What follows belongs to an exercise in optimizing a design on an open flow for small area; a production flow would make more cautious choices.
Where RTL was checked, it was by simulation tests only, not by an equivalence proof against the original.
For run 1, only the layout was checked, not whether the RTL still works.

## flow/design.v (module list and top-level ports; edited modules follow where they fit)
// module fe_fa: 10 lines
// module fe_maj: 8 lines
// module fe_ha: 9 lines
// module fe_speed: 771 lines
// module fe_ema_fast: 314 lines
// module fe_gt32: 43 lines
// module micro_doppler_classifier: 32 lines
// module fe_ema_snr: 538 lines
// module fe_ema_slow_g: 407 lines
// module fe_ema_fast_g: 390 lines
// module fe_ema_rcsdev: 657 lines
// module fe_gt5: 76 lines
// module feature_reporter: 50 lines
// module feature_ext_top: 150 lines
module feature_ext_top
#(
    parameter int REPORT_INTERVAL = 10,
    parameter int BASELINE_LEN    = 20       
) (
    input  logic                   clk,
    input  logic                   rst_n,
    input  logic signed [FP_W-1:0] vx,
    input  logic signed [FP_W-1:0] vy,
    input  logic signed [FP_W-1:0] nis_cv,
    input  logic                   imm_valid,
    input  logic signed [FP_W-1:0] rcs_amplitude,
    input  logic signed [FP_W-1:0] snr_db,
    input  logic signed [FP_W-1:0] doppler_spread_hz,
    input  logic signed [FP_W-1:0] micro_doppler_peak_hz,
    input  logic signed [FP_W-1:0] micro_doppler_period,
    input  logic                   rf_valid,
    output logic                   report_valid,
    output logic signed [FP_W-1:0] rpt_spd_avg,
    output logic signed [FP_W-1:0] rpt_spd_peak,
    output logic signed [FP_W-1:0] rpt_nis_avg,
    output logic signed [FP_W-1:0] rpt_nis_peak,
    output logic [MD_W-1:0]        rpt_md_type,
    output logic signed [FP_W-1:0] rpt_md_conf,
    output logic signed [FP_W-1:0] rpt_ecm_score,
    output logic                   rpt_ecm_detected,
    output logic                   ecm_noise_flag,
    output logic                   ecm_deception_flag
);
  // ...
==> flow/flow/run.sh <==
#!/bin/bash
# Layout flow: the standard flow (standard.sh, unchanged synthesis and steps),
# with the input/output port buffers made from the plain sky130 buffer
# (buf_1) instead of the delay buffer the resizer picks by default.
set -o pipefail
cp standard.sh standard.sh.txt
export BUFFER_PORTS_ARGS="-buffer_cell sky130_fd_sc_hd__buf_1"
bash standard.sh > standard.log 2>&1
status=$?
tail -40 standard.log
exit $status
==> flow/standard.sh <==
#!/bin/bash
# synth_recipe.tcl (not shown) runs the flow's synth.tcl, then flattens the netlist and writes it again
# the make line also repeats each setting of config.mk as NAME=value (left out here)
make -C /OpenROAD-flow-scripts/flow DESIGN_CONFIG=/design/flow/config.mk WORK_HOME=/design/flow/orfs CLKGATE_MAP_FILE= SYNTH_SCRIPT=/design/flow/synth_recipe.tcl "${@:-finish}"
==> flow/config.mk <==
export PLATFORM = sky130hd
export DESIGN_NAME = feature_ext_top
export DESIGN_NICKNAME = feature_ext_top
export VERILOG_FILES = /design/flow/design.v
export SDC_FILE = /design/flow/constraint.sdc
export NUM_CORES = 4
export LEC_CHECK = 0
export ABC_AREA = 1
export CAP_MARGIN = 20
export CORE_MARGIN = 2
export CORE_UTILIZATION = 60
export CTS_BUF_LIST = sky130_fd_sc_hd__clkbuf_16
export CTS_CLUSTER_DIAMETER = 120
export CTS_CLUSTER_SIZE = 30
export GPL_TIMING_DRIVEN = 0
export SLEW_MARGIN = 20
export SYNTH_HIERARCHICAL = 1
==> flow/constraint.sdc <==
create_clock -name core_clock -period 25.0 [get_ports {clk}]
set_input_delay 5.0000 -clock core_clock [delete_from_list [all_inputs] [get_ports {clk}]]
set_output_delay 5.0000 -clock core_clock [all_outputs]
set_load 0.01 [all_outputs]
==> results.toml, run 1 <==
[logic_synthesis]
yosysWarnings = 9
synth_mux_area_frac = 0.00721
synth-async-reset-ratio = 0.603
synth_top_family_by_area = "adder cells"
yosys.cell_types.count = 60

[worst_setup_path]
path_buf_inv = 5
crit_path_start = "snr_db[0]"

[clock_network]
cts_buffers = 24
cts_hold_buf = 0

[final_layout]
multi_input_area_sq_mm = 0.0521
seq_area_sq_mm = 0.00933
biggestCellCategory = "multi-input gates"
area_growth_pct = 9.06

[global_route]
grt_pass1_wl_microns = 252000
antenna_found_initial = 4

[place]
dpl.hpwl_microns = 139000
portBuffers = 403
dp_worst_setup_slack_ps = -1320

[outcome]
status = "complete, no violations"

[routing]
drt_iter0_markers = 2274
drt_pass1_iterations = 5
drc = 0

[sta]
hold_ws_ps = 460
tns_ps = 0

[floorplan]
fp.dieW_microns = 334
==> module micro_doppler_classifier, before the edit <==
module micro_doppler_classifier
(
    input  logic signed [FP_W-1:0] doppler_spread_hz,
    input  logic signed [FP_W-1:0] micro_doppler_peak_hz,
    input  logic signed [FP_W-1:0] micro_doppler_period,
    input  logic                   spd_low,       
    output logic [3:0]             code_nx
);
    logic signed [FP_W-1:0] spread, peak, period;
    function automatic logic in_band(
        input logic signed [FP_W-1:0] f,
        input logic signed [FP_W-1:0] lo,
        input logic signed [FP_W-1:0] hi
    );
        in_band = (f >= lo) && (f <= hi);
    endfunction
    assign spread = doppler_spread_hz;
    assign peak   = micro_doppler_peak_hz;
    assign period = micro_doppler_period;
    always_comb begin
        if (spread > MD_SPREAD_PLSM)                                code_nx = MDC_PLASMA;
        else if (spread > MD_SPREAD_JET && period < PERIODIC_THR)   code_nx = MDC_JET;
        else if (period > PERIODIC_THR) begin
            if (in_band(peak, MD_MROTOR_LO, MD_MROTOR_HI))          code_nx = MDC_MROTOR;
            else if (in_band(peak, MD_PROP_LO, MD_PROP_HI))         code_nx = MDC_PROP;
            else if (in_band(peak, MD_ROTOR_LO, MD_ROTOR_HI))       code_nx = MDC_ROTOR;
            else if (in_band(peak, MD_FLAP_LO, MD_FLAP_HI))         code_nx = MDC_FLAP;
            else                                                    code_nx = MDC_UNK_PER;
        end else if (spread < MD_SPREAD_STAT && spd_low)            code_nx = MDC_NONE;
        else                                                        code_nx = MDC_UNK;
    end
endmodule
==> run 2, diff against run 1 <==
--- a/flow/design.v
+++ b/flow/design.v
@@ -1214,28 +1214,42 @@
     input  logic                   spd_low,       
     output logic [3:0]             code_nx
 );
-    logic signed [FP_W-1:0] spread, peak, period;
-    function automatic logic in_band(
-        input logic signed [FP_W-1:0] f,
-        input logic signed [FP_W-1:0] lo,
-        input logic signed [FP_W-1:0] hi
-    );
-        in_band = (f >= lo) && (f <= hi);
+    logic        s_neg, p_neg, q_neg;
+    logic [14:0] s_int, p_int;
+    logic        s_frac, p_frac;                  
+    logic        plasma, jet_spread, static_spread, per_lo, per_hi;
+    logic        b_mrotor, b_prop, b_rotor, b_flap;
+    assign s_neg  = doppler_spread_hz[31];
+    assign s_int  = doppler_spread_hz[30:16];
+    assign s_frac = |doppler_spread_hz[15:0];
+    assign p_neg  = micro_doppler_peak_hz[31];
+    assign p_int  = micro_doppler_peak_hz[30:16];
+    assign p_frac = |micro_doppler_peak_hz[15:0];
+    assign q_neg  = micro_doppler_period[31];
+    assign plasma        = !s_neg && (s_int > 15'd1000 || (s_int == 15'd1000 && s_frac));
+    assign jet_spread    = !s_neg && (s_int > 15'd200  || (s_int == 15'd200  && s_frac));
+    assign static_spread = s_neg || (s_int < 15'd5);
+    assign per_lo = q_neg || (micro_doppler_period[30:14] == 17'd0);
+    assign per_hi = !q_neg && ((micro_doppler_period[30:15] != 16'd0) ||
+                               (micro_doppler_period[14] && (micro_doppler_period[13:0] != 14'd0)));
+    function automatic logic band(input logic [14:0] lo, input logic [14:0] hi);
+        band = !p_neg && (p_int >= lo) && (p_int < hi || (p_int == hi && !p_frac));
     endfunction
-    assign spread = doppler_spread_hz;
-    assign peak   = micro_doppler_peak_hz;
-    assign period = micro_doppler_period;
+    assign b_mrotor = band(15'd50, 15'd300);
+    assign b_prop   = band(15'd30, 15'd100);
+    assign b_rotor  = band(15'd10, 15'd50);
+    assign b_flap   = band(15'd2,  15'd15);
     always_comb begin
-        if (spread > MD_SPREAD_PLSM)                                code_nx = MDC_PLASMA;
-        else if (spread > MD_SPREAD_JET && period < PERIODIC_THR)   code_nx = MDC_JET;
-        else if (period > PERIODIC_THR) begin
-            if (in_band(peak, MD_MROTOR_LO, MD_MROTOR_HI))          code_nx = MDC_MROTOR;
-            else if (in_band(peak, MD_PROP_LO, MD_PROP_HI))         code_nx = MDC_PROP;
-            else if (in_band(peak, MD_ROTOR_LO, MD_ROTOR_HI))       code_nx = MDC_ROTOR;
-            else if (in_band(peak, MD_FLAP_LO, MD_FLAP_HI))         code_nx = MDC_FLAP;
-            else                                                    code_nx = MDC_UNK_PER;
-        end else if (spread < MD_SPREAD_STAT && spd_low)            code_nx = MDC_NONE;
-        else                                                        code_nx = MDC_UNK;
+        if (plasma)                         code_nx = MDC_PLASMA;
+        else if (jet_spread && per_lo)      code_nx = MDC_JET;
+        else if (per_hi) begin
+            if (b_mrotor)                   code_nx = MDC_MROTOR;
+            else if (b_prop)                code_nx = MDC_PROP;
+            else if (b_rotor)               code_nx = MDC_ROTOR;
+            else if (b_flap)                code_nx = MDC_FLAP;
+            else                            code_nx = MDC_UNK_PER;
+        end else if (static_spread && spd_low) code_nx = MDC_NONE;
+        else                                code_nx = MDC_UNK;
     end
 endmodule
 module fe_ema_snr (
--- a/flow/config.mk
+++ b/flow/config.mk
@@ -10,8 +10,8 @@
 export CORE_MARGIN = 2
 export CORE_UTILIZATION = 60
 export CTS_BUF_LIST = sky130_fd_sc_hd__clkbuf_16
-export CTS_CLUSTER_DIAMETER = 120
-export CTS_CLUSTER_SIZE = 30
+export CTS_CLUSTER_DIAMETER = 100
+export CTS_CLUSTER_SIZE = 20
 export GPL_TIMING_DRIVEN = 0
 export SLEW_MARGIN = 20
 export SYNTH_HIERARCHICAL = 1
==> results.toml, run 2 <==
[floorplan]
row_count = 120
num_io_pins = 459
dieHeight_microns = 334
fp.dieW_microns = 334
die-area_sq_mm = 0.111
core_sq_mm = 0.108
initial_core_util = 0.607

[outcome]
status = "complete, no violations"

[clock_network]
cts.path.max_buffers = 3
cts.sinks = 345
clk_latency_ps = 680
root_buffer = "clkbuf_16"
cts_hold_buf = 0
cts_buffers = 30
clk_pin_slew_ps = 80
cts_tree = "yes"
htreeDepth = 1

[final_layout]
area_growth_pct = 9.12
nFillCells = 8712
fin_area_sq_mm = 0.0712
drive_above_1_share = 0.0840
final_cells = 8074
layout_common_cells = "fa_1, nand2_1, inv_1"
finalNetCount = 8974
layout_commonest_cell = "fa_1"
fin_util = 0.662

[logic_synthesis]
yosys.cell_types.count = 56
ys.flop_type = "dfrtp_1"
synth-async-reset-ratio = 0.603
ys_ff_latch = 345
synth_common_cells = "fa_1, nand2_1, inv_1"
synth_area_sq_mm = 0.0653
synth_edf_count = 137
syn_area_per_cell_sq_um = 11.0
ys_seq_area_frac = 0.143
netlist_instances = 5945
synth_area_leader_cell = "fa_1"
synth_top_area_share = 0.567
synth.most_common_cell = "fa_1"
yosysWarnings = 9
synthTopCellsByArea = "fa_1, dfrtp_1, edfxtp_1"

[routing]
maxUsedRoutingLayer = "met5"
drtAntennaViolNets = 0
drt-wirelength-per-cell_microns = 18.7
vias = 42100
drc = 0
dr_wl_met2_microns = 75000
wl_met1_microns = 63800
vias_per_cell = 5.22
drt_iter0_markers = 2375
drt_pass1_iterations = 6
wl_met3_microns = 9200
wl_microns = 151000

[global_route]
grt_overflow_total = 0
grt_max_degree = 32
grt.total_usage = 0.292
grt_pass1_wl_microns = 250000
first_global_vias = 46400
antenna_found_initial = 1

[sta]
hold_ws_ps = 469
rsz0062_at_grt = "false"
tns_ps = 0
maxSlewViolCount = 0
hold_viol = 0
worst_pin_slew_ps = 1090
skew_ps = 42.6
fin_crit_ps = 24450
timing.final.crit_share = 0.978
setup_viol = 0
fmax_ghz = 0.0409
slew-limit-headroom = 0.261

[worst_setup_path]
arrival_ps = 24970
ff2ff_setup_slack_ps = 2040
path_common_cell = "fa_1"
cp-end-kind = "register"
cp_max_fo = 6
cp_slowest_cell = "nor4b_1"
cp-start-kind = "input port"
cp_slowest_stage_delay_ps = 960
reg2reg_depth = 54
rr_startpoint = "nis_last[0]"
r2r_end = "nis_avg[31]"
crit_type = "in -> reg"
cp_data_required_time_ps = 25520

[worst_hold_path]
whs_path_depth = 2
hold_class = "reg -> reg"
holdCritStartpoint = "md_code[3]"
whs_endpoint = "md_code[3]"

[place]
globalplace.congestion = 0.917
placed_cell_area_sq_mm = 0.0697
dpl.hpwl_microns = 136000
portBuffers = 402
numPlacedInstances = 7990

[flow_run]
maxCapViolCount = 0
-- run 2: cell types whose count changed after synthesis, moves of 3 or more --
cell	before	now
nand2_1	1013	997
nor2_1	472	459
inv_1	979	973
nor3_1	17	23
o21ai_1	42	46
nand3_1	156	153
nand4_1	35	32
nor2_4	6	3
-- run 2: routing by layer --
metal  vias up  track usage
met1     21900        0.412
li1      19100            -
met4         2       0.0519
met3       140       0.0514
met5         -            0
met2       930        0.488
-- run 2: modules after synthesis (local to each module, per instance), a selection --
module | cells | copies in the design
fe_maj | 4 | 191
fe_ema_snr | 218 | 1
fe_gt32 | 41 | 2
fe_ema_rcsdev | 465 | 1
fe_speed | 678 | 1
fe_ema_slow_g | 180 | 1
feature_reporter | 109 | 1
fe_ema_fast | 53 | 2
micro_doppler_classifier | 219 | 1
fe_fa | 1 | 1847
fe_ha | 1 | 204
fe_ema_fast_g | 161 | 1
fe_gt5 | 41 | 1
-- run 2: area by class of cell --
cell class                 instances  area (sq um)  area share
clock inverter                    26           295     0.00415
sequential                       345          9330       0.131
antenna                            2          5.00   0.0000703
clock buffer                      30           751      0.0105
inverter                        1031          3880      0.0546
buffer                           144          1190      0.0167
tap                             1403          1760      0.0247
multi-input combinational       4649         51900       0.729
timing repair buffer             444          2070      0.0291
-- run 2: how the worst max path moves through the flow --
stage                                  from         endpoint  slack, ps  cells after the start
final                      rcs_amplitude[0]  rcs_dev_avg[28]        550                     50
after global routing      rcs_amplitude[15]  rcs_dev_avg[28]          7                     62
after detailed placement   rcs_amplitude[2]  rcs_dev_avg[30]      -1220                     62
after floorplan           rcs_amplitude[27]  rcs_dev_avg[27]        370                     58
after global placement            snr_db[0]       snr_gap_hi       -970                     59
after CTS                 rcs_amplitude[15]  rcs_dev_avg[28]         20                     62
-- run 2: critical path, delay by kind of cell --
kind / cells / cell delay (ps)
and+or+nand+nor: 3 / 1270
muxes: 2 / 590
buffers and inverters: 1 / 180
adders and majority gates: 44 / 17900
-- run 2: logic make-up (layout without fill, tap and decap cells) --
logic type / Yosys count / in the layout / synth area share
AO/OA/AOI/OAI: 483 / 483 / 0.0405
XOR/XNOR: 38 / 38 / 0.00579
adder cells (fa/ha/maj): 2069 / 2069 / 0.609
buffers and inverters: 1178 / 1675 / 0.0778
flip-flops: 345 / 345 / 0.143
multiplexers: 42 / 42 / 0.00723
other: 8 / 237 / 0.000460
AND/OR/NAND/NOR: 1782 / 1782 / 0.116
-- run 2: repair_timing --
item | in CTS | in global routing
setup buffers | 2 | 27
resized for setup | 43 | 69
pin swaps | 4 | 33
gates cloned | 0 | 0
setup endpoints to repair | 11 | 11
-- run 2: metrics by stage --
step,setup WS (ps)
6_report,553
5_1_grt,6.67
2_1_floorplan,368
4_1_cts,22.9
3_5_place_dp,-1220
3_3_place_gp,-972

-- port drivers added, routing unchanged --
No port has a modelled driver above. Below, the same layouts with a new extraction and two added sets of constraints. Step 1 (the two cells are an assumption about what drives the block):
set clk [get_ports {clk}]
set_driving_cell -lib_cell sky130_fd_sc_hd__clkbuf_16 $clk
set_driving_cell -lib_cell sky130_fd_sc_hd__buf_2 [delete_from_list [all_inputs] $clk]
Step 2 adds t to the input delays and takes it off the output delays; t is the mean of the earliest and latest rising clock arrival at the registers after step 1. Input paths then give back, and output paths get back, about the clock's delay inside the block. Three values: no drivers, after step 1, after step 2; two values: the first two.
| run | shift t [ns] | setup slack, ns | clock arrival spread, ns | worst register clock-pin slew, ns |
|---|---|---|---|---|
| run 1 | 0.699 | 0.589 / 0.636 / -0.063 | 0.065 / 0.066 | 0.12 / 0.12 |
| run 2 | 0.729 | 0.553 / 0.598 / -0.131 | 0.048 / 0.048 | 0.09 / 0.09 |
With both steps, setup timing fails in run 1 and run 2, where it was met with ideal ports. The setup slack of run 2, which loses most, moves by +0.045 ns with the drivers and by -0.684 ns with both steps.
